Source: an optimization exercise on an open RTL-to-GDS flow (aim: small area). Production flows keep margins and buffers that such runs may drop. Where RTL was checked, it was by simulation tests only, not by an equivalence proof against the original. No functional check of the RTL was part of run 2. Power figures rest on the tool's default switching activity, not on a simulated workload.

==> design/flow/design.v <==
package stat_counter_types;
  localparam int STAT_COUNTER_DEFAULT_W = 16;
  localparam int STAT_INC_DEFAULT_W     = 2;
endpackage
module stat_counter
#(
  parameter int COUNTER_W = stat_counter_types::STAT_COUNTER_DEFAULT_W,
  parameter int INC_W     = stat_counter_types::STAT_INC_DEFAULT_W,
  parameter bit SATURATE  = 1'b0
) (
  input  logic                 clk,
  input  logic                 rst,
  input  logic [INC_W-1:0]     inc,
  input  logic                 en,
  input  logic                 clear,
  output logic [COUNTER_W-1:0] count,
  output logic                 overflow
);
  localparam int SUM_W = COUNTER_W + 1;
  logic [SUM_W-1:0]     sum;
  logic [COUNTER_W-1:0] count_next;
  logic                 overflow_next;
  always_comb begin
    sum           = {1'b0, count} + SUM_W'(inc);
    count_next    = count;
    overflow_next = overflow;
    if (clear) begin
      count_next    = '0;
      overflow_next = 1'b0;
    end else if (en) begin
      if (sum[COUNTER_W]) begin
        overflow_next = 1'b1;
        count_next    = SATURATE ? {COUNTER_W{1'b1}} : sum[COUNTER_W-1:0];
      end else begin
        count_next = sum[COUNTER_W-1:0];
      end
    end
  end
  always_ff @(posedge clk or posedge rst) begin
    if (rst) begin
      count    <= '0;
      overflow <= 1'b0;
    end else begin
      count    <= count_next;
      overflow <= overflow_next;
    end
  end
endmodule
module stat_counter_bank
#(
  parameter int NUM_STATS = 28,
  parameter int COUNTER_W = stat_counter_types::STAT_COUNTER_DEFAULT_W,
  parameter int INC_W     = stat_counter_types::STAT_INC_DEFAULT_W,
  parameter bit SATURATE  = 1'b0
) (
  input  logic                         clk,
  input  logic                         rst,
  input  logic [NUM_STATS*INC_W-1:0]   inc_amount,
  input  logic [NUM_STATS-1:0]         enable_mask,
  input  logic                         freeze,
  input  logic                         clear,
  input  logic                         snapshot_req,
  output logic                         snapshot_valid,
  input  logic                         rd_req,
  input  logic [$clog2(NUM_STATS)-1:0] rd_idx,
  output logic                         rd_valid,
  output logic [COUNTER_W-1:0]         rd_data,
  output logic                         rd_overflow,
  output logic                         rd_err
);
  localparam int IDX_W = $clog2(NUM_STATS);
  typedef struct packed {
    logic                 overflow;
    logic [COUNTER_W-1:0] value;
  } snap_entry_t;
  logic [NUM_STATS-1:0][COUNTER_W-1:0] live_count;
  logic [NUM_STATS-1:0]                live_overflow;
  logic [NUM_STATS-1:0][COUNTER_W:0]   snap_q;
  logic                 rd_bad_idx;
  logic [IDX_W-1:0]     rd_sel;
  snap_entry_t          rd_entry;
  for (genvar i = 0; i < NUM_STATS; i++) begin : g_counter
    stat_counter #(
      .COUNTER_W (COUNTER_W),
      .INC_W     (INC_W),
      .SATURATE  (SATURATE)
    ) u_counter (
      .clk      (clk),
      .rst      (rst),
      .inc      (inc_amount[i*INC_W +: INC_W]),
      .en       (!freeze && enable_mask[i]),
      .clear    (clear),
      .count    (live_count[i]),
      .overflow (live_overflow[i])
    );
  end
  always_ff @(posedge clk or posedge rst) begin
    if (rst) begin
      snap_q <= '0;
      snapshot_valid <= 1'b0;
    end else if (snapshot_req) begin
      for (int i = 0; i < NUM_STATS; i++) begin
        snap_q[i] <= {live_overflow[i], live_count[i]};
      end
      snapshot_valid <= 1'b1;
    end
  end
  always_comb begin
    rd_bad_idx = (32'(rd_idx) >= 32'(NUM_STATS));
    rd_sel     = rd_bad_idx ? '0 : rd_idx;
    rd_entry   = snap_q[rd_sel];
  end
  always_ff @(posedge clk or posedge rst) begin
    if (rst) begin
      rd_valid    <= 1'b0;
      rd_data     <= '0;
      rd_overflow <= 1'b0;
      rd_err      <= 1'b0;
    end else begin
      rd_valid <= rd_req;
      if (rd_req) begin
        rd_err      <= rd_bad_idx;
        rd_data     <= rd_bad_idx ? '0   : rd_entry.value;
        rd_overflow <= rd_bad_idx ? 1'b0 : rd_entry.overflow;
      end
    end
  end
endmodule
==> design/flow/run.sh <==
#!/bin/bash
# synth_recipe.tcl (not shown) runs the flow's synth.tcl, then flattens the netlist and writes it again
# the make line also repeats each setting of config.mk as NAME=value (left out here)
make -C /OpenROAD-flow-scripts/flow DESIGN_CONFIG=/design/flow/config.mk WORK_HOME=/design/flow/orfs CLKGATE_MAP_FILE= SYNTH_SCRIPT=/design/flow/synth_recipe.tcl finish
==> design/flow/config.mk <==
export PLATFORM = sky130hd
export DESIGN_NAME = stat_counter_bank
export DESIGN_NICKNAME = stat_counter_bank
export VERILOG_FILES = /design/flow/design.v
export SDC_FILE = /design/flow/constraint.sdc
export NUM_CORES = 4
export LEC_CHECK = 0
export CAP_MARGIN = 20
export CORE_MARGIN = 2
export CORE_UTILIZATION = 40
export SLEW_MARGIN = 20
==> design/flow/constraint.sdc <==
create_clock -name core_clock -period 3.0 [get_ports {clk}]
set_input_delay 0.6000 -clock core_clock [delete_from_list [all_inputs] [get_ports {clk}]]
set_output_delay 0.6000 -clock core_clock [all_outputs]
set_load 0.01 [all_outputs]
==> impl_table.tex, run 1 <==
\begin{tabular}{lr}
\hline
Metric & Value \\
\hline
\multicolumn{2}{l}{\textbf{Run status}} \\
Result of the run & complete, no violations \\
\multicolumn{2}{l}{\textbf{Detailed routing}} \\
Routed length per instance & 21.32 µm \\
Total detailed-routing wirelength & 128600 µm \\
Vias per Instance & about 5.4 \\
DR iter-0 viols & 2526 \\
Post-route DRC & 0 \\
TritonRoute pass-1 iters & 7 \\
Routed via count & 32808 \\
Antenna Nets Post-Route & 0 \\
\multicolumn{2}{l}{\textbf{GRT}} \\
GRT Util Overall & 0.2148 \\
Vias in the first global route & 32439 \\
Wire length of the first global-routing pass & 199600 µm \\
Remaining global-route overflow & 0 \\
Number of antenna violations at the first check in global routing & 5 \\
Maximum number of pins on one net before global-route repair & 113 \\
\multicolumn{2}{l}{\textbf{Critical path}} \\
Crit path top cell by count & sky130\_fd\_sc\_hd\_\_buf\_4 \\
Worst Setup Start Kind & input port \\
Largest stage delay on the critical path & $\sim$0.77 ns \\
Stages on the worst setup path & 8 \\
Critical path's top delay family & buffers and inverters \\
Type of the setup path with the least slack & input port to flip-flop \\
Critical Path Fanout Max & 15 \\
Worst EP arrival & 3.04 ns \\
Crit path cell chain & clkdlybuf4s50\_1 -> nor2b\_1 -> nand2\_1 -> buf\_4 -> o21ai\_0 -> a21oi\_1 -> buf\_4 -> a311oi\_1 \\
Worst path required time & approximately 3.6 ns \\
Reg2reg start & g\_counter[4].u\_counter.count[1] \\
Worst setup path startpoint & rd\_idx[3] \\
Capturing element type of the critical path & flip-flop \\
Sum of buffers and inverters on the critical path & 3 \\
Library cell contributing the largest single delay on the critical path & sky130\_fd\_sc\_hd\_\_nor2b\_1 \\
Worst r2r path cells & 7 \\
\multicolumn{2}{l}{\textbf{Timing}} \\
\# setup viols final & 0 \\
Worst slew margin relative to its limit & 0.3957 \\
Maximum clock rate & 406.9 MHz \\
Hold Violations, Final & 0 \\
Transition time at the pin with the least slew margin & 0.9046 ns \\
Post-Route Setup TNS & 0 ns \\
Ratio of final minimum period to clock period & 0.8192 \\
Setup Skew & approximately 0.024 ns \\
Setup repair after global routing missed its margin & no \\
Final Max Slew Viols & 0 \\
Min cycle time layout & 2.458 ns \\
\multicolumn{2}{l}{\textbf{Yosys}} \\
Number of synthesized register bits & 972 \\
Total of warnings raised by yosys & 2 \\
Main area contributors after synthesis & sky130\_fd\_sc\_hd\_\_dfrtp\_1, sky130\_fd\_sc\_hd\_\_mux2\_2, sky130\_fd\_sc\_hd\_\_xor2\_1, sky130\_fd\_sc\_hd\_\_nor2\_1, sky130\_fd\_sc\_hd\_\_nand2\_1 \\
Mapped Cells & 4289 \\
Most instantiated library cell after synthesis & sky130\_fd\_sc\_hd\_\_dfrtp\_1 \\
Mapped cell area & 46690 µm² \\
Fraction of registers with async set or reset after synthesis & 1.000 \\
Post-synth net total & 4468 \\
Most frequently used flop master after synthesis & sky130\_fd\_sc\_hd\_\_dfrtp\_1 \\
Number of flops mapped to enable cells by yosys & 0 \\
Sequential element share of the synthesized area & 0.5210 \\
Yosys top cell area share & 0.5210 \\
Biggest area consumer among synthesized cells & sky130\_fd\_sc\_hd\_\_dfrtp\_1 \\
Distinct cell type count of the synthesized netlist & 75 \\
Mean area per synthesized cell & between 10 and 15 µm² \\
Ranking of synthesized cells by instance count & sky130\_fd\_sc\_hd\_\_dfrtp\_1, sky130\_fd\_sc\_hd\_\_nor2\_1, sky130\_fd\_sc\_hd\_\_mux2\_2 \\
\multicolumn{2}{l}{\textbf{Power}} \\
Switching part of the total power & 0.2413 \\
Power dissipated by switching net loads & 6.912 mW \\
Share of total power in the clock network & 0.456 \\
Leakage power figure & 24.62 nW \\
Share of total power in sequential cells & 0.471 \\
Pwr dens & 532.5 nW/µm² \\
Internal cell power & roughly 22 mW \\
Worst IR drop on VDD & 467.1 µV \\
Combinational fraction of design power & 0.073 \\
\multicolumn{2}{l}{\textbf{Finish}} \\
Post-route non-filler standard cell count & 6035 \\
Share of layout cells above drive strength 1 & 0.1898 \\
Post-route cell area & 53810 µm² \\
\# nets final & 4608 \\
Antenna fix cells & 0 \\
Area taken by flip-flops and latches & 24320 µm² \\
Post-synthesis to final-layout area growth & 15.24\% \\
Multi-input logic area & 21140 µm² \\
Fill cell count & around 11000 \\
\multicolumn{2}{l}{\textbf{Floorplanning}} \\
Placeable core region & around 120000 µm² \\
Total I/O pin count & around 120 \\
Die Width & 345.6 µm \\
Total Die Area & 119500 µm² \\
Number of cell rows & $\sim$130 \\
Initial standard-cell utilization of the core & 0.4023 \\
Die span in y & between 300 and 400 µm \\
\multicolumn{2}{l}{\textbf{Placement}} \\
Post-detail-place hpwl & about 93000 µm \\
Count of input and output buffers & 114 \\
RePlAce Congestion & 0.9084 \\
Placed inst area & just over 50000 µm² \\
Instance count after placement with tap cells included & approximately 6000 \\
\multicolumn{2}{l}{\textbf{Clock network}} \\
Number of clock sinks seen by CTS & roughly 970 \\
Maximum number of buffers from clock root to sink & 3 \\
Clock H-tree levels & 3 \\
Inserted Clock Buffers & about 110 \\
Postcts setup bufs & 0 \\
Gates resized, CTS repair & 0 \\
Cell at the root of the clock tree & sky130\_fd\_sc\_hd\_\_clkbuf\_16 \\
Clock tree from TritonCTS & yes \\
Worst skew pair latency & 0.69 ns \\
Clock transition at the register clock pins on the worst setup and hold paths after CTS & 0.06 ns \\
Post-CTS Hold Buffers & 0 \\
\multicolumn{2}{l}{\textbf{Job}} \\
Count of max-cap constraint violations & 0 \\
\multicolumn{2}{l}{\textbf{Min path}} \\
Worst hold stages & 2 \\
Worst hold path class & input port to flip-flop \\
Worst hold start & clear \\
\hline
\end{tabular}
==> state kept, by name, indices dropped and copies added, names as in the netlist <==
signal and flops:
snapshot_valid 1, rd_valid 1, rd_data 16, rd_err 1, rd_overflow 1, g_counter.u_counter.count 448
g_counter.u_counter.overflow 28, snap_q 476
==> power groups by stage <==
stage / Combinational, mW / Clock (mW) / Sequential (mW)
3_3_place_gp: 2.10 / 0 / 13.7
4_1_cts: 2.13 / 13.4 / 13.5
3_5_place_dp: 2.12 / 0 / 13.7
6_report: 2.10 / 13.1 / 13.5
2_1_floorplan: 1.27 / 0 / 13.6
5_1_grt: 2.32 / 13.9 / 13.5
==> worst register-to-register path: cells and delay by family (launching register included) <==
family,cells,cell delay [ns]
flops,1,0.44
simple gates,4,1.15
compound gates,2,0.22
fa+ha+maj,1,0.29
==> metal layers <==
metal / GRT usage / share of wire / up-vias
li1: - / - / 15243
met1: 0.2936 / 0.44 / 16576
met2: 0.3476 / 0.47 / 794
met3: 0.03098 / 0.050 / 191
met4: 0.07914 / 0.036 / 4
met5: 0 / 0.00015 / -
==> cell usage in the layout, fill, tap and decap left out, types with 60 or more instances in the layout <==
cell type	n
sky130_fd_sc_hd__mux2_2	479
sky130_fd_sc_hd__buf_4	120
sky130_fd_sc_hd__xor2_1	252
sky130_fd_sc_hd__clkbuf_16	105
sky130_fd_sc_hd__o21ai_0	149
sky130_fd_sc_hd__nor2b_1	64
sky130_fd_sc_hd__a21oi_1	202
sky130_fd_sc_hd__nand4_1	100
sky130_fd_sc_hd__nand2_1	296
sky130_fd_sc_hd__and3_1	60
sky130_fd_sc_hd__mux2i_1	101
sky130_fd_sc_hd__dfrtp_1	972
sky130_fd_sc_hd__nor2_1	568
sky130_fd_sc_hd__clkdlybuf4s50_1	109
sky130_fd_sc_hd__nand3_1	152
sky130_fd_sc_hd__xnor2_1	82
==> stage by stage <==
step | utilization | setup slack [ns] | total power, mW | hold slack, ns
floorplan | - | -10.99 | 14.91 | 0.4571
global placement | 0.4337 | -0.01559 | 15.83 | 0.4595
detailed placement | 0.4337 | -0.1019 | 15.85 | 0.4640
CTS | 0.4636 | 0.5276 | 28.99 | 0.2183
global route | 0.4636 | 0.3532 | 29.75 | 0.2441
finish | 0.4636 | 0.5424 | 28.65 | 0.2558
==> kinds of logic (layout without fill, tap and decap cells) <==
group,Yosys count,in the layout,share of synthesized area
AOI/OAI and AO/OA,572,572,0.07458
xor gates and xnor gates,334,334,0.06266
adders and majority gates,84,84,0.02701
buffers and inverters,285,507,0.02645
DFF,972,972,0.5210
muxes,586,586,0.1401
and+or+nand+nor,1456,1456,0.1483
==> worst paths after layout <==
path                                                         end  slack, ns
worst max-delay path                                  rd_data[6]       0.54
worst min-delay path             g_counter[5].u_counter.count[0]       0.26
worst max register to register  g_counter[4].u_counter.count[13]       0.83
worst min register to register                    snapshot_valid       0.48
max in group asynchronous                             snap_q[52]       1.76
min in group asynchronous        g_counter[5].u_counter.count[3]       0.34
==> cell type report <==
type | count | area share
flip-flops and latches | 972 | 0.4521
multi-input cells | 3032 | 0.3930
clock buffers | 156 | 0.05853
repair buffers | 270 | 0.05153
well taps | 1524 | 0.03544
clock inverters | 33 | 0.006046
inverters | 48 | 0.003418
==> inputs of run 2 (changes only) <==
==> design/flow/design.v (replaced) <==
package stat_counter_types;
  localparam int STAT_COUNTER_DEFAULT_W = 16;
  localparam int STAT_INC_DEFAULT_W     = 2;
endpackage
module stat_counter
#(
  parameter int COUNTER_W = stat_counter_types::STAT_COUNTER_DEFAULT_W,
  parameter int INC_W     = stat_counter_types::STAT_INC_DEFAULT_W
) (
  input  logic                 clk,
  input  logic [INC_W-1:0]     inc,
  input  logic                 en,
  input  logic                 clear,
  input  logic                 live_ok,
  output logic [COUNTER_W-1:0] count,
  output logic                 overflow
);
  logic [1:0] inc_e;
  logic [1:0] lo;
  logic [COUNTER_W:2] c;
  logic [COUNTER_W-1:2] g;
  logic kill;
  logic [2:0] s;
  always_comb begin
    kill  = clear || !live_ok;
    inc_e = en ? inc : '0;
    lo = live_ok ? count[1:0] : 2'b00;
    s = {1'b0, lo} + {1'b0, inc_e};
    c[2] = s[2];
    for (int j = 2; j < COUNTER_W; j++) begin
      g[j] = count[j] & !kill;
      c[j+1] = c[j] & g[j];
    end
  end
  always_ff @(posedge clk) begin
    for (int j = 2; j < COUNTER_W; j++) count[j] <= !kill && (count[j] ^ c[j]);
    count[1:0] <= clear ? 2'b00 : s[1:0];
    overflow   <= !kill && (overflow || c[COUNTER_W]);
  end
endmodule
module stat_counter_bank
#(
  parameter int NUM_STATS = 28,
  parameter int COUNTER_W = stat_counter_types::STAT_COUNTER_DEFAULT_W,
  parameter int INC_W     = stat_counter_types::STAT_INC_DEFAULT_W,
  parameter bit SATURATE  = 1'b0
) (
  input  logic                         clk,
  input  logic                         rst,
  input  logic [NUM_STATS*INC_W-1:0]   inc_amount,
  input  logic [NUM_STATS-1:0]         enable_mask,
  input  logic                         freeze,
  input  logic                         clear,
  input  logic                         snapshot_req,
  output logic                         snapshot_valid,
  input  logic                         rd_req,
  input  logic [$clog2(NUM_STATS)-1:0] rd_idx,
  output logic                         rd_valid,
  output logic [COUNTER_W-1:0]         rd_data,
  output logic                         rd_overflow,
  output logic                         rd_err
);
  localparam int IDX_W = $clog2(NUM_STATS);
  logic [NUM_STATS-1:0][COUNTER_W-1:0] live_count;
  logic [NUM_STATS-1:0]                live_overflow;
  logic [NUM_STATS-1:0][COUNTER_W:0]   snap_q;
  logic live_ok;
  logic snap_ok;
  logic             rd_bad_idx;
  logic [COUNTER_W:0] rd_entry;
  always_ff @(posedge clk or posedge rst) begin
    if (rst) live_ok <= 1'b0;
    else     live_ok <= 1'b1;
  end
  for (genvar i = 0; i < NUM_STATS; i++) begin : g_counter
    stat_counter #(
      .COUNTER_W (COUNTER_W),
      .INC_W     (INC_W)
    ) u_counter (
      .clk      (clk),
      .inc      (inc_amount[i*INC_W +: INC_W]),
      .en       (!freeze && enable_mask[i]),
      .clear    (clear),
      .live_ok  (live_ok),
      .count    (live_count[i]),
      .overflow (live_overflow[i])
    );
  end
  always_ff @(posedge clk) begin
    if (snapshot_req) begin
      for (int i = 0; i < NUM_STATS; i++) begin
        snap_q[i] <= {live_overflow[i], live_count[i]};
      end
    end
  end
  always_ff @(posedge clk or posedge rst) begin
    if (rst) begin
      snapshot_valid <= 1'b0;
      snap_ok        <= 1'b0;
    end else if (snapshot_req) begin
      snapshot_valid <= 1'b1;
      snap_ok        <= live_ok;
    end
  end
  always_comb begin
    rd_bad_idx = (32'(rd_idx) >= 32'(NUM_STATS));
    rd_entry   = '0;
    for (int i = 0; i < NUM_STATS; i++)
      if (32'(rd_idx) == i) rd_entry = snap_q[i];
    if (!snap_ok) rd_entry = '0;
  end
  always_ff @(posedge clk or posedge rst) begin
    if (rst) rd_valid <= 1'b0;
    else     rd_valid <= rd_req;
  end
  always_ff @(posedge clk) begin
    rd_err      <= rd_bad_idx;
    rd_data     <= rd_entry[COUNTER_W-1:0];
    rd_overflow <= rd_entry[COUNTER_W];
  end
endmodule
--- a/design/flow/config.mk
+++ b/design/flow/config.mk
@@ -5,7 +5,10 @@
 export SDC_FILE = /design/flow/constraint.sdc
 export NUM_CORES = 4
 export LEC_CHECK = 0
+export ABC_AREA = 1
 export CAP_MARGIN = 20
 export CORE_MARGIN = 2
-export CORE_UTILIZATION = 40
+export CORE_UTILIZATION = 60
+export CTS_BUF_LIST = sky130_fd_sc_hd__clkbuf_4 sky130_fd_sc_hd__clkbuf_8
+export CTS_CLUSTER_SIZE = 16
 export SLEW_MARGIN = 20
==> impl_table.tex, run 2 <==
\begin{tabular}{lr}
\hline
Metric & Value \\
\hline
\multicolumn{2}{l}{\textbf{Yosys}} \\
Biggest area consumer among synthesized cells & sky130\_fd\_sc\_hd\_\_edfxtp\_1 \\
Distinct cell type count of the synthesized netlist & 36 (-52\%) \\
Mapped cell area & 38800 µm² (-17\%) \\
Mean area per synthesized cell & 9.388 µm² (-14\%) \\
Sequential element share of the synthesized area & 0.6258 (+0.1049) \\
Main area contributors after synthesis & sky130\_fd\_sc\_hd\_\_edfxtp\_1, sky130\_fd\_sc\_hd\_\_dfxtp\_1, sky130\_fd\_sc\_hd\_\_nand2\_1, sky130\_fd\_sc\_hd\_\_inv\_1, sky130\_fd\_sc\_hd\_\_nor2\_1 \\
Most frequently used flop master after synthesis & sky130\_fd\_sc\_hd\_\_dfxtp\_1 \\
Yosys top cell area share & 0.3684 (-0.1526) \\
Number of synthesized register bits & 974 (+0.21\%) \\
Ranking of synthesized cells by instance count & sky130\_fd\_sc\_hd\_\_nand2\_1, sky130\_fd\_sc\_hd\_\_inv\_1, sky130\_fd\_sc\_hd\_\_nor2\_1 \\
Number of flops mapped to enable cells by yosys & 476 (+476) \\
Mapped Cells & 4133 (-3.6\%) \\
Total of warnings raised by yosys & 2 (unchanged) \\
Most instantiated library cell after synthesis & sky130\_fd\_sc\_hd\_\_nand2\_1 \\
Post-synth net total & 4284 (-4.1\%) \\
Fraction of registers with async set or reset after synthesis & 0.004107 (-0.9959) \\
\multicolumn{2}{l}{\textbf{Critical path}} \\
Worst reg2reg path endpoint & g\_counter[21].u\_counter.overflow \\
Capturing element type of the critical path & flip-flop \\
Library cell contributing the largest single delay on the critical path & sky130\_fd\_sc\_hd\_\_dfrtp\_2 \\
Worst setup path startpoint & live\_ok \\
Worst setup path endpoint & g\_counter[21].u\_counter.overflow \\
Worst r2r path cells & 29 (+22) \\
Critical Path Fanout Max & 6 (-9) \\
Worst Setup Start Kind & flip-flop \\
Worst path required time & 3.71 ns (+0.13 ns) \\
Crit path top cell by count & sky130\_fd\_sc\_hd\_\_inv\_2 \\
Largest stage delay on the critical path & 0.38 ns (-0.39 ns) \\
Type of the setup path with the least slack & flip-flop to flip-flop \\
Worst EP arrival & 4.02 ns (+0.98 ns) \\
Reg2reg start & live\_ok \\
R2R Setup Slk & -0.31 ns (-1.14 ns) \\
\multicolumn{2}{l}{\textbf{Floorplanning}} \\
Placeable core region & 64230 µm² (-45\%) \\
Die Width & 258.3 µm (-25\%) \\
Number of cell rows & 93 (-26\%) \\
Die span in y & 258.3 µm (-25\%) \\
Total I/O pin count & 115 (unchanged) \\
Total Die Area & 66720 µm² (-44\%) \\
Initial standard-cell utilization of the core & 0.6041 (+0.2018) \\
\multicolumn{2}{l}{\textbf{Clock network}} \\
Clock transition at the register clock pins on the worst setup and hold paths after CTS & 0.06 ns (about the same) \\
Worst skew pair latency & 0.78 ns (+0.09 ns) \\
Number of clock sinks seen by CTS & 974 (+0.21\%) \\
Clock tree from TritonCTS & yes \\
Cell at the root of the clock tree & sky130\_fd\_sc\_hd\_\_clkbuf\_8 \\
Inserted Clock Buffers & 154 (+47\%) \\
Clock H-tree levels & 4 (+1) \\
Maximum number of buffers from clock root to sink & 3 (unchanged) \\
\multicolumn{2}{l}{\textbf{Power}} \\
Worst IR drop on VDD & 383.3 µV (-18\%) \\
Pwr dens & 552.9 nW/µm² (+3.8\%) \\
Leakage power figure & 19.91 nW (-19\%) \\
Total design power & 27.57 mW (-3.8\%) \\
\multicolumn{2}{l}{\textbf{Timing}} \\
Hold Violations, Final & 0 (unchanged) \\
Final Max Slew Viols & 0 (unchanged) \\
Worst slew margin relative to its limit & 0.4145 (+0.01883) \\
\# setup viols final & 121 (+121) \\
Setup repair after global routing missed its margin & yes \\
Setup Skew & 0.03389 ns (+0.009488 ns) \\
Tightest hold margin & 0.2325 ns (-0.02332 ns) \\
Min cycle time layout & 3.305 ns (+0.8478 ns) \\
Ratio of final minimum period to clock period & 1.102 (+0.2826) \\
Transition time at the pin with the least slew margin & 0.8782 ns (-0.02639 ns) \\
Maximum clock rate & 302.5 MHz (-26\%) \\
Worst setup slack after layout & -0.3054 ns (-0.8478 ns) \\
\multicolumn{2}{l}{\textbf{Finish}} \\
Most frequent standard cell in the layout excluding fill and tap cells & sky130\_fd\_sc\_hd\_\_inv\_1 \\
Share of layout cells above drive strength 1 & 0.2786 (+0.08883) \\
Post-route non-filler standard cell count & 5746 (-4.8\%) \\
Fill cell count & 4432 (-59\%) \\
Multi-input logic area & 13290 µm² (-37\%) \\
Area taken by flip-flops and latches & 24280 µm² (-0.16\%) \\
Largest regs & snap\_q: 476 flops, g\_counter.u\_counter.count: 448 flops, g\_counter.u\_counter.overflow: 28 flops \\
\# nets final & 4907 (+6.5\%) \\
Largest register FFs & 476 (unchanged) \\
Top reg by flops & snap\_q \\
Core occupancy in the finished layout & 0.7762 (+0.3126) \\
Top library cells by usage in the layout, fill and taps aside & sky130\_fd\_sc\_hd\_\_inv\_1, sky130\_fd\_sc\_hd\_\_nand2\_1, sky130\_fd\_sc\_hd\_\_nor2\_1, sky130\_fd\_sc\_hd\_\_dfxtp\_1, sky130\_fd\_sc\_hd\_\_edfxtp\_1 \\
Post-synthesis to final-layout area growth & 28.49\% \\
\multicolumn{2}{l}{\textbf{Detailed routing}} \\
Routed length per instance & 16.81 µm (-21\%) \\
Routed via count & 29075 (-11\%) \\
Total detailed-routing wirelength & 96620 µm (-25\%) \\
Antenna Nets Post-Route & 0 (unchanged) \\
Vias per Instance & 5.060 (-6.9\%) \\
DR iter-0 viols & 2185 (-13\%) \\
Post-route DRC & 0 (unchanged) \\
TritonRoute pass-1 iters & 6 (-1) \\
\multicolumn{2}{l}{\textbf{Placement}} \\
Instance count after placement with tap cells included & 5277 (-9.7\%) \\
Worst slack at placement & -1.305 ns (-1.203 ns) \\
Post-detail-place hpwl & 64650 µm (-31\%) \\
Count of input and output buffers & 114 (unchanged) \\
RePlAce Congestion & 0.9343 (+2.9\%) \\
\multicolumn{2}{l}{\textbf{GRT}} \\
Maximum number of pins on one net before global-route repair & 135 (+19\%) \\
Wire length of the first global-routing pass & 147100 µm (-26\%) \\
Vias in the first global route & 27420 (-15\%) \\
Remaining global-route overflow & 0 (unchanged) \\
Number of antenna violations at the first check in global routing & 2 (-3) \\
GRT Util Overall & 0.2862 (+0.07143) \\
\multicolumn{2}{l}{\textbf{Job}} \\
Count of max-cap constraint violations & 0 (unchanged) \\
\multicolumn{2}{l}{\textbf{Run status}} \\
Failing layout criteria & setup timing \\
Result of the run & complete, but fails checks \\
\multicolumn{2}{l}{\textbf{Min path}} \\
Worst hold stages & 1 (-1) \\
Worst hold path class & input port to flip-flop \\
\hline
\end{tabular}
-- run 2: routing by layer --
layer	global-route usage	routed length, µm	vias up
met4	0.08671	2280	0
met1	0.4042	43660	13598
met5	0	0	-
li1	-	-	14505
met2	0.4579	44990	820
met3	0.04783	5691	152
-- run 2: report_power, final --
group | internal [mW] | switching, mW | total, mW
clock network | 6.70 | 5.12 | 11.8
registers | 14.2 | 0.161 | 14.4
logic | 0.533 | 0.834 | 1.37
-- run 2: worst min-delay path by stage --
stage,slack (ns),startpoint,end
after floorplan,0.37,rst,live_ok
after global placement,0.41,g_counter[5].u_counter.count[2],snap_q[87]
after detailed placement,0.41,g_counter[11].u_counter.count[2],snap_q[189]
after CTS,0.21,snapshot_req,snap_q[190]
after global routing,0.22,snapshot_req,snap_q[190]
final,0.23,snapshot_req,snap_q[190]
-- run 2: logic make-up (layout without fill, tap and decap cells) --
| logic type | count (synthesis) | in the layout | share of synthesized area |
|---|---|---|---|
| buffers and inverters | 812 | 1568 | 0.08026 |
| AO/OA/AOI/OAI | 474 | 474 | 0.06123 |
| flip-flops | 974 | 974 | 0.6258 |
| other | 1 | 3 | 0.00009664 |
| AND/OR/NAND/NOR | 1816 | 1816 | 0.2091 |
| adder cells (fa/ha/maj) | 56 | 56 | 0.02347 |
-- run 2: what timing repair did --
action,4_1_cts,5_1_grt
hold buffers,1,0
pin swaps,59,112
resized for setup,273,295
cloned,4,0
buffers inserted,102,78
endpoints found under the setup margin,160,213
hold endpoints to repair,4,0
-- run 2: critical path: cells and delay by family (launching register included) --
family                   cells  cell delay [ns]
buffers and inverters       10             0.79
AND/OR/NAND/NOR             16             1.45
adder cells (fa/ha/maj)      2             0.50
flip-flops                   1             0.38
AO/OA/AOI/OAI                1             0.11
-- run 2: layout make-up --
class / instances / share of cell area
repair buffers: 559 / 0.1029
clock buffers: 260 / 0.06199
repair inverters: 1 / 0.0001757
diodes: 2 / 0.0001004
well taps: 855 / 0.02146
clock inverters: 29 / 0.004793
flip-flops and latches: 974 / 0.4871
multi-input cells: 2347 / 0.2666
inverters: 719 / 0.05486
-- run 2: metrics by stage --
| stage | cell area [µm²] | setup TNS, ns |
|---|---|---|
| 3_5_place_dp | 43150 | -257.00 |
| 4_1_cts | 48340 | -9.333 |
| 2_1_floorplan | 38940 | -12.69 |
| 5_1_grt | 49860 | -48.36 |
| 3_3_place_gp | 43150 | -241.55 |
| 6_report | 49860 | -13.70 |
==> inputs of run 3 (changes only) <==
--- a/design/flow/design.v
+++ b/design/flow/design.v
@@ -15,27 +15,22 @@
   output logic [COUNTER_W-1:0] count,
   output logic                 overflow
 );
-  logic [1:0] inc_e;
-  logic [1:0] lo;
-  logic [COUNTER_W:2] c;
-  logic [COUNTER_W-1:2] g;
-  logic kill;
-  logic [2:0] s;
+  logic [INC_W-1:0]       inc_e;
+  logic [INC_W:0]         lo_sum;
+  logic [COUNTER_W:INC_W] ones;    
+  logic                   kill;
   always_comb begin
-    kill  = clear || !live_ok;
-    inc_e = en ? inc : '0;
-    lo = live_ok ? count[1:0] : 2'b00;
-    s = {1'b0, lo} + {1'b0, inc_e};
-    c[2] = s[2];
-    for (int j = 2; j < COUNTER_W; j++) begin
-      g[j] = count[j] & !kill;
-      c[j+1] = c[j] & g[j];
-    end
+    kill   = clear || !live_ok;
+    inc_e  = en ? inc : '0;
+    lo_sum = (INC_W+1)'(count[INC_W-1:0]) + (INC_W+1)'(inc_e);
+    ones[INC_W] = 1'b1;
+    for (int j = INC_W; j < COUNTER_W; j++) ones[j+1] = ones[j] & count[j];
   end
   always_ff @(posedge clk) begin
-    for (int j = 2; j < COUNTER_W; j++) count[j] <= !kill && (count[j] ^ c[j]);
-    count[1:0] <= clear ? 2'b00 : s[1:0];
-    overflow   <= !kill && (overflow || c[COUNTER_W]);
+    for (int j = INC_W; j < COUNTER_W; j++)
+      count[j] <= !kill && (count[j] ^ (lo_sum[INC_W] && ones[j]));
+    count[INC_W-1:0] <= clear ? '0 : (live_ok ? lo_sum[INC_W-1:0] : inc_e);
+    overflow         <= !kill && (overflow || (lo_sum[INC_W] && ones[COUNTER_W]));
   end
 endmodule
 module stat_counter_bank
@@ -104,10 +99,9 @@
   end
   always_comb begin
     rd_bad_idx = (32'(rd_idx) >= 32'(NUM_STATS));
-    rd_entry   = '0;
+    rd_entry = '0;
     for (int i = 0; i < NUM_STATS; i++)
-      if (32'(rd_idx) == i) rd_entry = snap_q[i];
-    if (!snap_ok) rd_entry = '0;
+      rd_entry = rd_entry | (snap_q[i] & {(COUNTER_W+1){snap_ok && 32'(rd_idx) == i}});
   end
   always_ff @(posedge clk or posedge rst) begin
     if (rst) rd_valid <= 1'b0;
--- a/design/flow/config.mk
+++ b/design/flow/config.mk
@@ -8,7 +8,5 @@
 export ABC_AREA = 1
 export CAP_MARGIN = 20
 export CORE_MARGIN = 2
-export CORE_UTILIZATION = 60
-export CTS_BUF_LIST = sky130_fd_sc_hd__clkbuf_4 sky130_fd_sc_hd__clkbuf_8
-export CTS_CLUSTER_SIZE = 16
+export CORE_UTILIZATION = 40
 export SLEW_MARGIN = 20
==> impl_table.tex, run 3 <==
\begin{tabular}{lr}
\hline
Metric & Value \\
\hline
\multicolumn{2}{l}{\textbf{Detailed routing}} \\
Top sig layer & met5 \\
Post-route DRC & 0 (unchanged) \\
Routed length on met3 & 11110 µm (+95\%) \\
Total detailed-routing wirelength & 122100 µm (+26\%) \\
Antenna Nets Post-Route & 0 (unchanged) \\
Routed wl met2 & 51350 µm (+14\%) \\
Vias per Instance & 5.144 (+1.7\%) \\
Routed length per instance & 20.45 µm (+22\%) \\
Routed via count & 30710 (+5.6\%) \\
TritonRoute pass-1 iters & 8 (+2) \\
Met1 Wirelength & 53190 µm (+22\%) \\
DR iter-0 viols & 3539 (+62\%) \\
\multicolumn{2}{l}{\textbf{Yosys}} \\
Most instantiated library cell after synthesis & sky130\_fd\_sc\_hd\_\_nand2\_1 \\
Yosys top cell area share & 0.3647 (-0.003658) \\
Most frequently used flop master after synthesis & sky130\_fd\_sc\_hd\_\_dfxtp\_1 \\
Number of flops mapped to enable cells by yosys & 476 (unchanged) \\
Main area contributors after synthesis & sky130\_fd\_sc\_hd\_\_edfxtp\_1, sky130\_fd\_sc\_hd\_\_dfxtp\_1, sky130\_fd\_sc\_hd\_\_nand2\_1, sky130\_fd\_sc\_hd\_\_nand3\_1, sky130\_fd\_sc\_hd\_\_nor2\_1 \\
Ranking of synthesized cells by instance count & sky130\_fd\_sc\_hd\_\_nand2\_1, sky130\_fd\_sc\_hd\_\_nor2\_1, sky130\_fd\_sc\_hd\_\_dfxtp\_1 \\
Sequential element share of the synthesized area & 0.6196 (-0.006214) \\
Mapped cell area & 39190 µm² (+1.0\%) \\
Total of warnings raised by yosys & 2 (unchanged) \\
Mean area per synthesized cell & 9.322 µm² (-0.70\%) \\
Distinct cell type count of the synthesized netlist & 32 (-11\%) \\
Biggest area consumer among synthesized cells & sky130\_fd\_sc\_hd\_\_edfxtp\_1 \\
Post-synth net total & 4383 (+2.3\%) \\
Fraction of registers with async set or reset after synthesis & 0.004107 (unchanged) \\
Number of synthesized register bits & 974 (unchanged) \\
Mapped Cells & 4204 (+1.7\%) \\
\multicolumn{2}{l}{\textbf{Timing}} \\
Maximum clock rate & 387.9 MHz (+28\%) \\
Setup Skew & 0.02461 ns (-0.009281 ns) \\
Final Max Slew Viols & 0 (unchanged) \\
Hold Violations, Final & 0 (unchanged) \\
Ratio of final minimum period to clock period & 0.8594 (-0.2424) \\
Worst slew margin relative to its limit & 0.3921 (-0.02244) \\
\# setup viols final & 0 (-100\%) \\
Post-Route Setup TNS & 0 ns (+13.70 ns) \\
Setup repair after global routing missed its margin & no \\
Min cycle time layout & 2.578 ns (-0.7273 ns) \\
Transition time at the pin with the least slew margin & 0.9119 ns (+0.03367 ns) \\
\multicolumn{2}{l}{\textbf{Clock network}} \\
Gates resized, CTS repair & 0 (-100\%) \\
Clock transition at the register clock pins on the worst setup and hold paths after CTS & 0.06 ns (about the same) \\
Worst skew pair latency & 0.70 ns (-0.08 ns) \\
Inserted Clock Buffers & 103 (-33\%) \\
Post-CTS Hold Buffers & 0 (-1) \\
Postcts setup bufs & 0 (-100\%) \\
Cell at the root of the clock tree & sky130\_fd\_sc\_hd\_\_clkbuf\_16 \\
Number of clock sinks seen by CTS & 974 (unchanged) \\
Clock H-tree levels & 3 (-1) \\
Maximum number of buffers from clock root to sink & 3 (unchanged) \\
Clock tree from TritonCTS & yes \\
\multicolumn{2}{l}{\textbf{Critical path}} \\
Critical Path Fanout Max & 19 (+13) \\
Capturing element type of the critical path & flip-flop \\
Largest stage delay on the critical path & 0.42 ns (+0.04 ns) \\
Crit path top cell by count & sky130\_fd\_sc\_hd\_\_nor2\_1 \\
Library cell contributing the largest single delay on the critical path & sky130\_fd\_sc\_hd\_\_clkdlybuf4s50\_1 \\
Worst EP arrival & 3.16 ns (-0.86 ns) \\
Crit path cell chain & clkdlybuf4s50\_1 -> inv\_2 -> buf\_12 -> nand3\_1 -> inv\_1 -> ha\_1 -> fa\_1 -> nand3\_1 -> nor2\_1 -> nand2\_1 -> nor2\_1 -> nand2\_1 -> o21ai\_0 -> nor2\_1 \\
Type of the setup path with the least slack & input port to flip-flop \\
Worst Setup Start Kind & input port \\
Worst path required time & 3.58 ns (-0.13 ns) \\
\multicolumn{2}{l}{\textbf{Power}} \\
Leakage power figure & 19.72 nW (-0.97\%) \\
Total design power & 28.94 mW (+5.0\%) \\
Worst IR drop on VDD & 450.3 µV (+17\%) \\
Pwr dens & 606.1 nW/µm² (+9.6\%) \\
\multicolumn{2}{l}{\textbf{Finish}} \\
Fill cell count & 8879 (+100\%) \\
Largest regs & snap\_q: 476 flops, g\_counter.u\_counter.count: 448 flops, g\_counter.u\_counter.overflow: 28 flops \\
Largest register FFs & 476 (unchanged) \\
Core occupancy in the finished layout & 0.4929 (-0.2833) \\
Most frequent standard cell in the layout excluding fill and tap cells & sky130\_fd\_sc\_hd\_\_nand2\_1 \\
Share of layout cells above drive strength 1 & 0.1082 (-0.1703) \\
Top reg by flops & snap\_q \\
Post-route non-filler standard cell count & 5970 (+3.9\%) \\
Top library cells by usage in the layout, fill and taps aside & sky130\_fd\_sc\_hd\_\_nand2\_1, sky130\_fd\_sc\_hd\_\_nor2\_1, sky130\_fd\_sc\_hd\_\_dfxtp\_1, sky130\_fd\_sc\_hd\_\_nand3\_1, sky130\_fd\_sc\_hd\_\_edfxtp\_1 \\
\# nets final & 4782 (-2.5\%) \\
Post-synthesis to final-layout area growth & 21.82\% \\
\multicolumn{2}{l}{\textbf{Floorplanning}} \\
Die Width & 317.0 µm (+23\%) \\
Placeable core region & 96850 µm² (+51\%) \\
Total Die Area & 100500 µm² (+51\%) \\
Total I/O pin count & 115 (unchanged) \\
Number of cell rows & 114 (+23\%) \\
Die span in y & 317.0 µm (+23\%) \\
Initial standard-cell utilization of the core & 0.4047 (-0.1994) \\
\multicolumn{2}{l}{\textbf{Placement}} \\
RePlAce Congestion & 1.038 (+11\%) \\
Post-detail-place hpwl & 91370 µm (+41\%) \\
Instance count after placement with tap cells included & 5774 (+9.4\%) \\
Count of input and output buffers & 114 (unchanged) \\
\multicolumn{2}{l}{\textbf{GRT}} \\
Maximum number of pins on one net before global-route repair & 111 (-18\%) \\
Remaining global-route overflow & 0 (unchanged) \\
Number of antenna violations at the first check in global routing & 5 (+3) \\
Vias in the first global route & 28187 (+2.8\%) \\
GRT Util Overall & 0.2420 (-0.04415) \\
Wire length of the first global-routing pass & 178800 µm (+22\%) \\
\multicolumn{2}{l}{\textbf{Job}} \\
Count of max-cap constraint violations & 0 (unchanged) \\
\multicolumn{2}{l}{\textbf{Run status}} \\
Result of the run & complete, no violations \\
\multicolumn{2}{l}{\textbf{Min path}} \\
Worst hold path class & input port to asynchronous set/reset pin \\
\hline
\end{tabular}
==> run 3: cell types whose count changed after synthesis, sizes merged, moves of 62 or more <==
cell and delta:
inv -274, nor3 +121, o21ai -149, nand2 +118, a21oi -62, nor2 -100, nand3 +359
==> run 3: final timing paths <==
path	from	to	slack (ns)	cells past startpoint
max in group asynchronous	rst	snap_ok	2.76	2
max	freeze	g_counter[20].u_counter.count[12]	0.42	14
min in group core_clock	snapshot_req	snap_q[115]	0.30	1
max reg2reg	snap_ok	rd_data[14]	0.69	12
min	rst	rd_valid	0.09	2
min reg2reg	g_counter[15].u_counter.overflow	snap_q[271]	0.42	0
==> run 3: stage by stage <==
stage	setup WS [ns]	cell area [µm²]	hold WS, ns
finish	0.4218	47740	0.09448
CTS	0.4394	47740	0.06888
global placement	-0.2335	44220	0.4119
floorplan	0.2343	39190	0.3661
global route	0.1329	47740	0.1063
detailed placement	-0.2688	44220	0.4132
==> run 3: cell type report <==
cell class	count	area, µm²	area share
Sequential cell	974	24280	0.5086
Multi-Input combinational cell	2650	12670	0.2653
Timing Repair Buffer	428	3991	0.08360
Clock buffer	137	2806	0.05878
Inverter	446	1682	0.03522
Tap cell	1276	1597	0.03344
Clock inverter	58	713.2	0.01494
Antenna cell	1	2.502	0.00005242
==> run 3: power breakdown <==
part | internal, mW | switching, mW
clock network | 7.82 | 5.45
logic | 0.451 | 0.768
registers | 14.2 | 0.236
==> run 3: kinds of logic (layout without fill, tap and decap cells) <==
kind of cell / Yosys count / in the layout / synth area share
simple gates: 2238 / 2238 / 0.2435
compound gates: 299 / 299 / 0.04026
buf+inv: 580 / 1069 / 0.05814
xor+xnor: 28 / 28 / 0.006258
fa+ha+maj: 84 / 84 / 0.03218
other cells: 1 / 2 / 0.00009568
flops: 974 / 974 / 0.6196
==> run 3: worst max-delay path: cells and delay by family <==
family                     cells  cell delay [ns]
and+or+nand+nor                7             1.07
buffers and inverters          4             0.85
adders and majority gates      2             0.41
AOI/OAI and AO/OA              1             0.18
==> run 3: layer usage <==
metal | vias to the layer above | GRT usage
met5 | - | 0
met4 | 2 | 0.1178
met3 | 260 | 0.04591
met2 | 1247 | 0.3537
met1 | 14485 | 0.3448
li1 | 14716 | -
==> inputs of run 4 (changes only) <==
==> design/flow/flow/run.sh (new file) <==
#!/bin/bash
# Own layout flow: the standard synthesis, then the combinational logic is
# mapped again with a stronger area-oriented ABC script (registers, their names
# and cell types stay as the standard synthesis made them), then the standard flow's
# standard layout from that netlist.
set -euo pipefail
WORK=$(pwd)
FLOWDIR=$WORK/flow
R=$WORK/orfs/results/${FLOW_PLATFORM:-sky130hd}/stat_counter_bank/base
LIB=$FLOW_HOME/platforms/sky130hd/lib/sky130_fd_sc_hd__tt_025C_1v80.lib
YOSYS=yosys
if [[ -x $FLOW_HOME/../tools/install/yosys/bin/yosys ]]; then
  YOSYS=$FLOW_HOME/../tools/install/yosys/bin/yosys
fi

bash standard.sh synth > $WORK/log_1_standard_synth.log 2>&1

cp $R/1_2_yosys.v $WORK/standard_synth.v
DONT_USE=""
for c in $(grep -o 'cell *( *"\?sky130_fd_sc_hd__\(lpflow\|probe\)[a-z_0-9]*' $LIB | sed 's/.*(\s*"\?//'); do
  DONT_USE="$DONT_USE -dont_use $c"
done
cat > $WORK/remap.ys <<EOY
read_liberty -ignore_miss_func $LIB
read_verilog $WORK/standard_synth.v
hierarchy -top $FLOW_TOP
setattr -mod -set keep_hierarchy 1 sky130_fd_sc_hd__*df* sky130_fd_sc_hd__conb_1
flatten
opt_clean -purge
abc -script $FLOWDIR/abc_area.script -liberty $LIB $DONT_USE -D 3000
opt_clean -purge
setattr -mod -set blackbox 1 sky130_fd_sc_hd__*
splitnets
opt_clean -purge
hilomap -singleton -hicell sky130_fd_sc_hd__conb_1 HI -locell sky130_fd_sc_hd__conb_1 LO
insbuf -buf sky130_fd_sc_hd__buf_4 A X
stat -liberty $LIB
write_verilog -noexpr -noattr -nohex -nodec $WORK/remapped.v
EOY
cat > $WORK/remap_check.ys <<EOY
read_liberty -lib $LIB
read_verilog $WORK/remapped.v
hierarchy -top $FLOW_TOP
check -assert
design -reset
read_liberty -ignore_miss_func $LIB
read_verilog $WORK/standard_synth.v
rename $FLOW_TOP gold
read_verilog $WORK/remapped.v
rename $FLOW_TOP gate
flatten gold gate
opt_clean
async2sync
equiv_make gold gate eq
hierarchy -top eq
equiv_simple
equiv_induct
equiv_status -assert
EOY
# The remapped netlist is used only if it is clean and proven equivalent to
# the standard synthesis; otherwise the standard netlist is laid out.
if $YOSYS -s $WORK/remap.ys > $WORK/log_2_remap.log 2>&1 &&
   $YOSYS -s $WORK/remap_check.ys > $WORK/log_2_remap_check.log 2>&1; then
  echo "remap: using the remapped netlist"
  cp $WORK/remapped.v $R/1_2_yosys.v
else
  echo "remap: failed, using the standard netlist"
fi
rm -f $R/1_synth.odb $R/1_synth.sdc

bash standard.sh finish > $WORK/log_3_layout.log 2>&1
==> design/flow/flow/abc_area.script (new file) <==
strash
&get -n
&fraig -x
&put
scorr
dc2
dretime
strash
&get -n
&dch -f
&nf -R 1000
&put
topo
stime -c
==> design/flow/standard.sh (new file) <==
#!/bin/bash
# synth_recipe.tcl (not shown) runs the flow's synth.tcl, then flattens the netlist and writes it again
# the make line also repeats each setting of config.mk as NAME=value (left out here)
make -C /OpenROAD-flow-scripts/flow DESIGN_CONFIG=/design/flow/config.mk WORK_HOME=/design/flow/orfs CLKGATE_MAP_FILE= SYNTH_SCRIPT=/design/flow/synth_recipe.tcl "${@:-finish}"
removed: design/flow/run.sh
==> impl_table.tex, run 4 <==
\begin{tabular}{lr}
\hline
Metric & Value \\
\hline
\multicolumn{2}{l}{\textbf{Run status}} \\
Result of the run & complete, no violations \\
\multicolumn{2}{l}{\textbf{Power}} \\
Worst IR drop on VDD & 383.1 µV (-15\%) \\
Share of total power in the clock network & 0.442 (-0.017) \\
Switching part of the total power & 0.2118 (-0.01131) \\
Share of total power in sequential cells & 0.520 (+0.021) \\
Internal cell power & 21.67 mW (-3.6\%) \\
Combinational fraction of design power & 0.038 (-0.004) \\
Leakage power figure & 16.63 nW (-16\%) \\
Pwr dens & 630.3 nW/µm² (+4.0\%) \\
Power dissipated by switching net loads & 5.822 mW (-9.8\%) \\
\multicolumn{2}{l}{\textbf{Finish}} \\
Core occupancy in the finished layout & 0.5123 (+0.01934) \\
Post-synthesis to final-layout area growth & 27.02\% \\
\# nets final & 3416 (-29\%) \\
Post-route non-filler standard cell count & 4549 (-24\%) \\
Largest regs & snap\_q: 476 flops, g\_counter.u\_counter.count: 448 flops, g\_counter.u\_counter.overflow: 28 flops \\
Fill cell count & 7387 (-17\%) \\
Largest register FFs & 476 (unchanged) \\
Share of layout cells above drive strength 1 & 0.1930 (+0.08476) \\
Top reg by flops & snap\_q \\
Top library cells by usage in the layout, fill and taps aside & sky130\_fd\_sc\_hd\_\_dfxtp\_1, sky130\_fd\_sc\_hd\_\_edfxtp\_1, sky130\_fd\_sc\_hd\_\_a21oi\_1, sky130\_fd\_sc\_hd\_\_o21ai\_0, sky130\_fd\_sc\_hd\_\_buf\_4 \\
Most frequent standard cell in the layout excluding fill and tap cells & sky130\_fd\_sc\_hd\_\_dfxtp\_1 \\
\multicolumn{2}{l}{\textbf{Critical path}} \\
Critical Path Fanout Max & 7 (-12) \\
Worst Setup Start Kind & input port \\
Worst path required time & 3.56 ns (-0.02 ns) \\
Capturing element type of the critical path & flip-flop \\
Type of the setup path with the least slack & input port to flip-flop \\
Crit path cell chain & clkdlybuf4s50\_1 -> nand2b\_1 -> buf\_4 -> buf\_4 -> nor3\_2 -> buf\_4 -> a222oi\_1 -> nand3\_1 -> nor2\_1 -> nand4\_1 \\
Largest stage delay on the critical path & 0.83 ns (+0.41 ns) \\
Worst EP arrival & 3.50 ns (+0.34 ns) \\
Crit path top cell by count & sky130\_fd\_sc\_hd\_\_buf\_4 \\
Library cell contributing the largest single delay on the critical path & sky130\_fd\_sc\_hd\_\_nor3\_2 \\
Worst r2r path cells & 12 (unchanged) \\
\multicolumn{2}{l}{\textbf{Yosys}} \\
Mean area per synthesized cell & 12.33 µm² (+32\%) \\
Total of warnings raised by yosys & 2 (unchanged) \\
Post-synth net total & 2880 (-34\%) \\
Mapped cell area & 34340 µm² (-12\%) \\
Mapped Cells & 2785 (-34\%) \\
\multicolumn{2}{l}{\textbf{Timing}} \\
Final Max Slew Viols & 0 (unchanged) \\
\# setup viols final & 0 (unchanged) \\
Min cycle time layout & 2.938 ns (+0.3601 ns) \\
Worst setup slack after layout & 0.06172 ns (-0.3601 ns) \\
Worst slew margin relative to its limit & 0.3106 (-0.08146) \\
Hold Violations, Final & 0 (unchanged) \\
Maximum clock rate & 340.3 MHz (-12\%) \\
Setup Skew & 0.02048 ns (-0.004131 ns) \\
Post-Route Setup TNS & 0 ns (unchanged) \\
Ratio of final minimum period to clock period & 0.9794 (+0.1200) \\
Transition time at the pin with the least slew margin & 1.028 ns (+0.1166 ns) \\
\multicolumn{2}{l}{\textbf{Floorplanning}} \\
Die Width & 297.0 µm (-6.3\%) \\
Number of cell rows & 107 (-6.1\%) \\
Total I/O pin count & 115 (unchanged) \\
Die span in y & 297.0 µm (-6.3\%) \\
Total Die Area & 88210 µm² (-12\%) \\
Initial standard-cell utilization of the core & 0.4033 (-0.001335) \\
Placeable core region & 85150 µm² (-12\%) \\
\multicolumn{2}{l}{\textbf{Placement}} \\
Instance count after placement with tap cells included & 4357 (-25\%) \\
Post-detail-place hpwl & 65600 µm (-28\%) \\
RePlAce Congestion & 0.8743 (-16\%) \\
Worst slack at placement & -1.349 ns (-1.080 ns) \\
Count of input and output buffers & 114 (unchanged) \\
\multicolumn{2}{l}{\textbf{GRT}} \\
Maximum number of pins on one net before global-route repair & 77 (-31\%) \\
Number of antenna violations at the first check in global routing & 2 (-3) \\
Remaining global-route overflow & 0 (unchanged) \\
Vias in the first global route & 24785 (-12\%) \\
GRT Util Overall & 0.2083 (-0.03372) \\
Wire length of the first global-routing pass & 143500 µm (-20\%) \\
\multicolumn{2}{l}{\textbf{Clock network}} \\
Clock tree from TritonCTS & yes \\
Clock transition at the register clock pins on the worst setup and hold paths after CTS & 0.06 ns (about the same) \\
Inserted Clock Buffers & 97 (-5.8\%) \\
Maximum number of buffers from clock root to sink & 3 (unchanged) \\
Worst skew pair latency & 0.64 ns (-0.06 ns) \\
Cell at the root of the clock tree & sky130\_fd\_sc\_hd\_\_clkbuf\_16 \\
Clock H-tree levels & 3 (unchanged) \\
Number of clock sinks seen by CTS & 974 (unchanged) \\
\multicolumn{2}{l}{\textbf{Detailed routing}} \\
DR iter-0 viols & 2374 (-33\%) \\
Vias per Instance & 5.507 (+7.1\%) \\
Routed via count & 25053 (-18\%) \\
Post-route DRC & 0 (unchanged) \\
TritonRoute pass-1 iters & 7 (-1) \\
Routed length per instance & 20.75 µm (+1.5\%) \\
Total detailed-routing wirelength & 94380 µm (-23\%) \\
Antenna Nets Post-Route & 0 (unchanged) \\
\multicolumn{2}{l}{\textbf{Min path}} \\
Worst hold path class & input port to asynchronous set/reset pin \\
\multicolumn{2}{l}{\textbf{Job}} \\
Count of max-cap constraint violations & 0 (unchanged) \\
\hline
\end{tabular}
[run 4: path summary, 6_finish.rpt]
kind	start	end	slack, ns
max in group asynchronous	rst	rd_valid	2.73
worst min register to register	g_counter[16].u_counter.overflow	snap_q[288]	0.43
worst max register to register	g_counter[23].u_counter.count[0]	g_counter[23].u_counter.count[15]	0.35
worst max-delay path	rd_idx[3]	rd_data[8]	0.06
min in group core_clock	rd_req	rd_valid	0.41
worst min-delay path	rst	live_ok	0.13
[run 4: power groups by stage]
stage               Sequential (mW)  Clock, mW  Combinational (mW)
CTS                            14.3       12.4                1.02
floorplan                      14.5          0               0.295
detailed placement             14.6          0                1.01
finish                         14.3       12.2                1.03
global route                   14.3       12.9                1.10
global placement               14.6          0               0.981
[run 4: per-stage QoR]
step	power, mW	hold slack, ns	cell area, µm²
after floorplan	14.82	0.3479	34370
after global placement	15.57	0.4138	39760
after detailed placement	15.60	0.4168	39780
after CTS	27.68	0.1038	43140
after global routing	28.30	0.1423	43620
final	27.49	0.1337	43620
[run 4: layout make-up]
| cell class | instances | area (µm²) | area share |
|---|---|---|---|
| repair buffers | 437 | 3969 | 0.09099 |
| inverters | 1 | 3.754 | 0.00008605 |
| well taps | 1144 | 1431 | 0.03282 |
| flip-flops and latches | 974 | 24280 | 0.5567 |
| clock inverters | 39 | 339.1 | 0.007774 |
| clock buffers | 143 | 2878 | 0.06597 |
| multi-input cells | 1810 | 10710 | 0.2456 |
| diodes | 1 | 2.502 | 0.00005737 |
[run 4: what timing repair did]
| action | in CTS | in global routing |
|---|---|---|
| cloned | 1 | 0 |
| resized for setup | 94 | 169 |
| setup buffers | 0 | 8 |
| pin swaps | 4 | 27 |
| hold buffers | 0 | 0 |
| setup endpoints to repair | 160 | 106 |
[run 4: routing by layer]
metal,wire length [µm],global-route usage,vias up
li1,-,-,11912
met1,39330,0.2684,12135
met2,45970,0.3548,843
met3,5857,0.02848,161
met4,3194,0.08357,2
met5,15,0,-
[run 4: worst max-delay path: cells and delay by family]
family,cells,cell delay [ns]
AO/OA/AOI/OAI,1,0.11
AND/OR/NAND/NOR,5,1.41
buffers and inverters,4,1.38
==> inputs of run 5 (changes only) <==
--- a/design/flow/flow/run.sh
+++ b/design/flow/flow/run.sh
@@ -68,4 +68,6 @@
 fi
 rm -f $R/1_synth.odb $R/1_synth.sdc
 
+# Layout knobs for the steps after synthesis (see flow/knobs.sh).
+source $FLOWDIR/knobs.sh
 bash standard.sh finish > $WORK/log_3_layout.log 2>&1
==> design/flow/flow/knobs.sh (new file) <==
# Port buffers: a small buffer (every port still gets one).
export BUFFER_PORTS_ARGS="-buffer_cell sky130_fd_sc_hd__buf_2"
# Clock tree: strong buffers in clusters of up to 24 sinks, no dummy loads.
export CTS_ARGS="-sink_clustering_enable -repair_clock_nets -dont_use_dummy_load -root_buf sky130_fd_sc_hd__clkbuf_16 -buf_list sky130_fd_sc_hd__clkbuf_16 -sink_clustering_buffer sky130_fd_sc_hd__clkbuf_16 -sink_clustering_size 24 -sink_clustering_max_diameter 50"
--- a/design/flow/config.mk
+++ b/design/flow/config.mk
@@ -8,5 +8,8 @@
 export ABC_AREA = 1
 export CAP_MARGIN = 20
 export CORE_MARGIN = 2
-export CORE_UTILIZATION = 40
+export CORE_UTILIZATION = 60
+export GPL_TIMING_DRIVEN = 0
+export PLACE_DENSITY = 0.7
+export SETUP_SLACK_MARGIN = 0.08
 export SLEW_MARGIN = 20
==> impl_table.tex, run 5 <==
\begin{tabular}{lr}
\hline
Metric & Value \\
\hline
\multicolumn{2}{l}{\textbf{Run status}} \\
Result of the run & complete, no violations \\
\multicolumn{2}{l}{\textbf{GRT}} \\
M1 GR Usage & 0.3647 (+0.09629) \\
Remaining global-route overflow & 0 (unchanged) \\
Global routing usage on met3 & 0.03793 (+0.009442) \\
Number of antenna violations at the first check in global routing & 1 (-1) \\
Wire length of the first global-routing pass & 129100 µm (-10\%) \\
Maximum number of pins on one net before global-route repair & 103 (+34\%) \\
Met2 Track Usage GR & 0.4868 (+0.1320) \\
Most utilized layer in the global route result & met2 \\
GRT Util Overall & 0.2823 (+0.07395) \\
Vias in the first global route & 23350 (-5.8\%) \\
\multicolumn{2}{l}{\textbf{Clock network}} \\
Clock transition at the register clock pins on the worst setup and hold paths after CTS & 0.07 ns (about the same) \\
Number of clock sinks seen by CTS & 974 (unchanged) \\
Inserted Clock Buffers & 75 (-23\%) \\
Clock H-tree levels & 3 (unchanged) \\
Worst skew pair latency & 0.63 ns (about the same) \\
Maximum number of buffers from clock root to sink & 3 (unchanged) \\
Cell at the root of the clock tree & sky130\_fd\_sc\_hd\_\_clkbuf\_16 \\
Clock tree from TritonCTS & yes \\
\multicolumn{2}{l}{\textbf{Finish}} \\
Core occupancy in the finished layout & 0.6960 (+0.1837) \\
Largest register FFs & 476 (unchanged) \\
Post-route cell area & 39320 µm² (-9.9\%) \\
Antenna fix cells & 0 (-1) \\
Most frequent standard cell in the layout excluding fill and tap cells & sky130\_fd\_sc\_hd\_\_dfxtp\_1 \\
Top reg by flops & snap\_q \\
Share of layout cells above drive strength 1 & 0.1672 (-0.02585) \\
\# nets final & 3142 (-8.0\%) \\
Post-route non-filler standard cell count & 3801 (-16\%) \\
Multi-input logic area & 10750 µm² (+0.36\%) \\
Top library cells by usage in the layout, fill and taps aside & sky130\_fd\_sc\_hd\_\_dfxtp\_1, sky130\_fd\_sc\_hd\_\_edfxtp\_1, sky130\_fd\_sc\_hd\_\_a21oi\_1, sky130\_fd\_sc\_hd\_\_o21ai\_0, sky130\_fd\_sc\_hd\_\_nor2\_1 \\
Area taken by flip-flops and latches & 24300 µm² (about the same) \\
Fill cell count & 4017 (-46\%) \\
Largest regs & snap\_q: 476 flops, g\_counter.u\_counter.count: 448 flops, g\_counter.u\_counter.overflow: 28 flops \\
Post-synthesis to final-layout area growth & 14.50\% \\
\multicolumn{2}{l}{\textbf{Power}} \\
Leakage power figure & 14.74 nW (-11\%) \\
Pwr dens & 604.2 nW/µm² (-4.1\%) \\
Total design power & 23.76 mW (-14\%) \\
Worst IR drop on VDD & 497.5 µV (+30\%) \\
\multicolumn{2}{l}{\textbf{Timing}} \\
Worst setup slack after layout & 0.1310 ns (+0.06926 ns) \\
Final Max Slew Viols & 0 (unchanged) \\
Hold Violations, Final & 0 (unchanged) \\
Setup Skew & 0.06066 ns (+0.04018 ns) \\
\# setup viols final & 0 (unchanged) \\
Transition time at the pin with the least slew margin & 1.095 ns (+0.06605 ns) \\
Setup repair after global routing missed its margin & yes \\
Ratio of final minimum period to clock period & 0.9563 (-0.02309) \\
Post-Route Setup TNS & 0 ns (unchanged) \\
Tightest hold margin & 0.09676 ns (-0.03692 ns) \\
Worst slew margin relative to its limit & 0.2676 (-0.04300) \\
Maximum clock rate & 348.6 MHz (+2.4\%) \\
Min cycle time layout & 2.869 ns (-0.06926 ns) \\
\multicolumn{2}{l}{\textbf{Yosys}} \\
Mapped cell area & 34340 µm² (unchanged) \\
Total of warnings raised by yosys & 2 (unchanged) \\
Post-synth net total & 2880 (unchanged) \\
Mapped Cells & 2785 (unchanged) \\
Mean area per synthesized cell & 12.33 µm² (unchanged) \\
\multicolumn{2}{l}{\textbf{Detailed routing}} \\
Routed length per instance & 22.27 µm (+7.4\%) \\
Post-route DRC & 0 (unchanged) \\
DR iter-0 viols & 2510 (+5.7\%) \\
TritonRoute pass-1 iters & 8 (+1) \\
Vias per Instance & 6.361 (+15\%) \\
Routed via count & 24177 (-3.5\%) \\
Antenna Nets Post-Route & 0 (unchanged) \\
Total detailed-routing wirelength & 84670 µm (-10\%) \\
\multicolumn{2}{l}{\textbf{Critical path}} \\
Worst EP arrival & 3.31 ns (-0.19 ns) \\
Worst Setup Start Kind & flip-flop \\
Capturing element type of the critical path & flip-flop \\
Worst path required time & 3.44 ns (-0.12 ns) \\
Worst r2r path cells & 8 (-4) \\
Critical Path Fanout Max & 25 (+18) \\
Type of the setup path with the least slack & flip-flop to flip-flop \\
\multicolumn{2}{l}{\textbf{Floorplanning}} \\
Die Width & 243.2 µm (-18\%) \\
Total Die Area & 59170 µm² (-33\%) \\
Die span in y & 243.2 µm (-18\%) \\
Total I/O pin count & 115 (unchanged) \\
Initial standard-cell utilization of the core & 0.6079 (+0.2045) \\
Placeable core region & 56500 µm² (-34\%) \\
Number of cell rows & 87 (-19\%) \\
\multicolumn{2}{l}{\textbf{Min path}} \\
Worst hold path class & input port to flip-flop \\
Worst hold stages & 1 \\
\multicolumn{2}{l}{\textbf{Placement}} \\
Count of input and output buffers & 114 (unchanged) \\
RePlAce Congestion & 0.8257 (-5.6\%) \\
Post-detail-place hpwl & 58020 µm (-12\%) \\
Instance count after placement with tap cells included & 3721 (-15\%) \\
Placed inst area & 36880 µm² (-7.3\%) \\
Worst slack at placement & -1.168 ns (+0.1806 ns) \\
\multicolumn{2}{l}{\textbf{Job}} \\
Count of max-cap constraint violations & 0 (unchanged) \\
\hline
\end{tabular}
## run 5: final cells by class
cell class / instances / area share
clock buffer: 75 / 0.04773
multi-input combinational: 1810 / 0.2734
inverter: 1 / 0.00009546
sequential: 974 / 0.6179
timing repair buffer: 185 / 0.03675
tap: 756 / 0.02406
## run 5: where the power goes
part | internal (mW) | switching (mW)
Combinational | 0.272 | 0.568
Sequential | 14.2 | 0.121
Clock | 4.41 | 4.23
Total | 18.8 | 4.91
## run 5: worst max-delay path, stage by stage, from the launching register on
cell and delay (ns):
sky130_fd_sc_hd__dfrtp_1 0.43, sky130_fd_sc_hd__nand2b_2 0.63, sky130_fd_sc_hd__nor4_4 0.12, sky130_fd_sc_hd__buf_4 0.24, sky130_fd_sc_hd__a22o_1 0.23, sky130_fd_sc_hd__a221oi_1 0.33, sky130_fd_sc_hd__nand4_1 0.14, sky130_fd_sc_hd__nor2_1 0.34
sky130_fd_sc_hd__o21ai_0 0.22
## run 5: path summary, 6_finish.rpt
kind / start / to / slack [ns]
worst max-delay path: snap_ok / rd_data[0] / 0.13
max in group asynchronous: rst / snapshot_valid / 2.49
worst max register to register: snap_ok / rd_data[0] / 0.13
worst min register to register: g_counter[10].u_counter.overflow / snap_q[186] / 0.41
min in group asynchronous: rst / snap_ok / 0.38
worst min-delay path: rd_req / rd_valid / 0.1
## run 5: repair_timing
item                                    CTS  global route
resized for setup                       104           141
endpoints found under the hold margin     4             0
buffers inserted                          0             3
hold buffers                              1             0
pin swaps                                 3            15
gates cloned                              0             1
endpoints found under the setup margin  138            99
## run 5: layer usage
layer  vias up  wire [µm]
met1     11811      33380
met3       173       5808
met4         0       3076
met5         -          0
met2       921      42400
li1      11272          -

## separate check: timing with driven ports
No port has a modelled driver above. Below, the same layouts with a new extraction and two added sets of constraints. Step 1: set_driving_cell puts a clkbuf_16 on clk and a buf_2 on each other input, an assumption about the parent block. Step 2, shift: input delay + t, output delay - t, t = (earliest + latest rising clock arrival at the registers) / 2. This alone moves slack from input paths to output paths. Three values: ideal, step 1, step 2; two values: the first two.
run	shift t [ns]	slack for setup (ns)	hold WS [ns]	clock arrival spread, ns	worst slew at a driven data input, ns
run 1	0.754	0.542 / 0.483 / -0.272	0.256 / 0.222 / 0.479	0.027 / 0.027	0.16
run 2	0.832	-0.305 / -0.305 / -1.009	0.233 / 0.203 / 0.422	0.038 / 0.038	0.05
run 3	0.759	0.422 / 0.467 / -0.284	0.094 / 0.043 / 0.423	0.028 / 0.028	0.06
run 4	0.698	0.062 / 0.104 / -0.594	0.134 / 0.089 / 0.428	0.022 / 0.021	0.06
run 5	0.664	0.131 / 0.058 / -0.606	0.097 / 0.059 / 0.409	0.070 / 0.070	0.18
Met with ideal ports but missed after step 2: setup timing in run 1, run 3, run 4 and run 5. The setup slack of run 1, which loses most, moves by -0.059 ns with the drivers and by -0.814 ns with both steps.
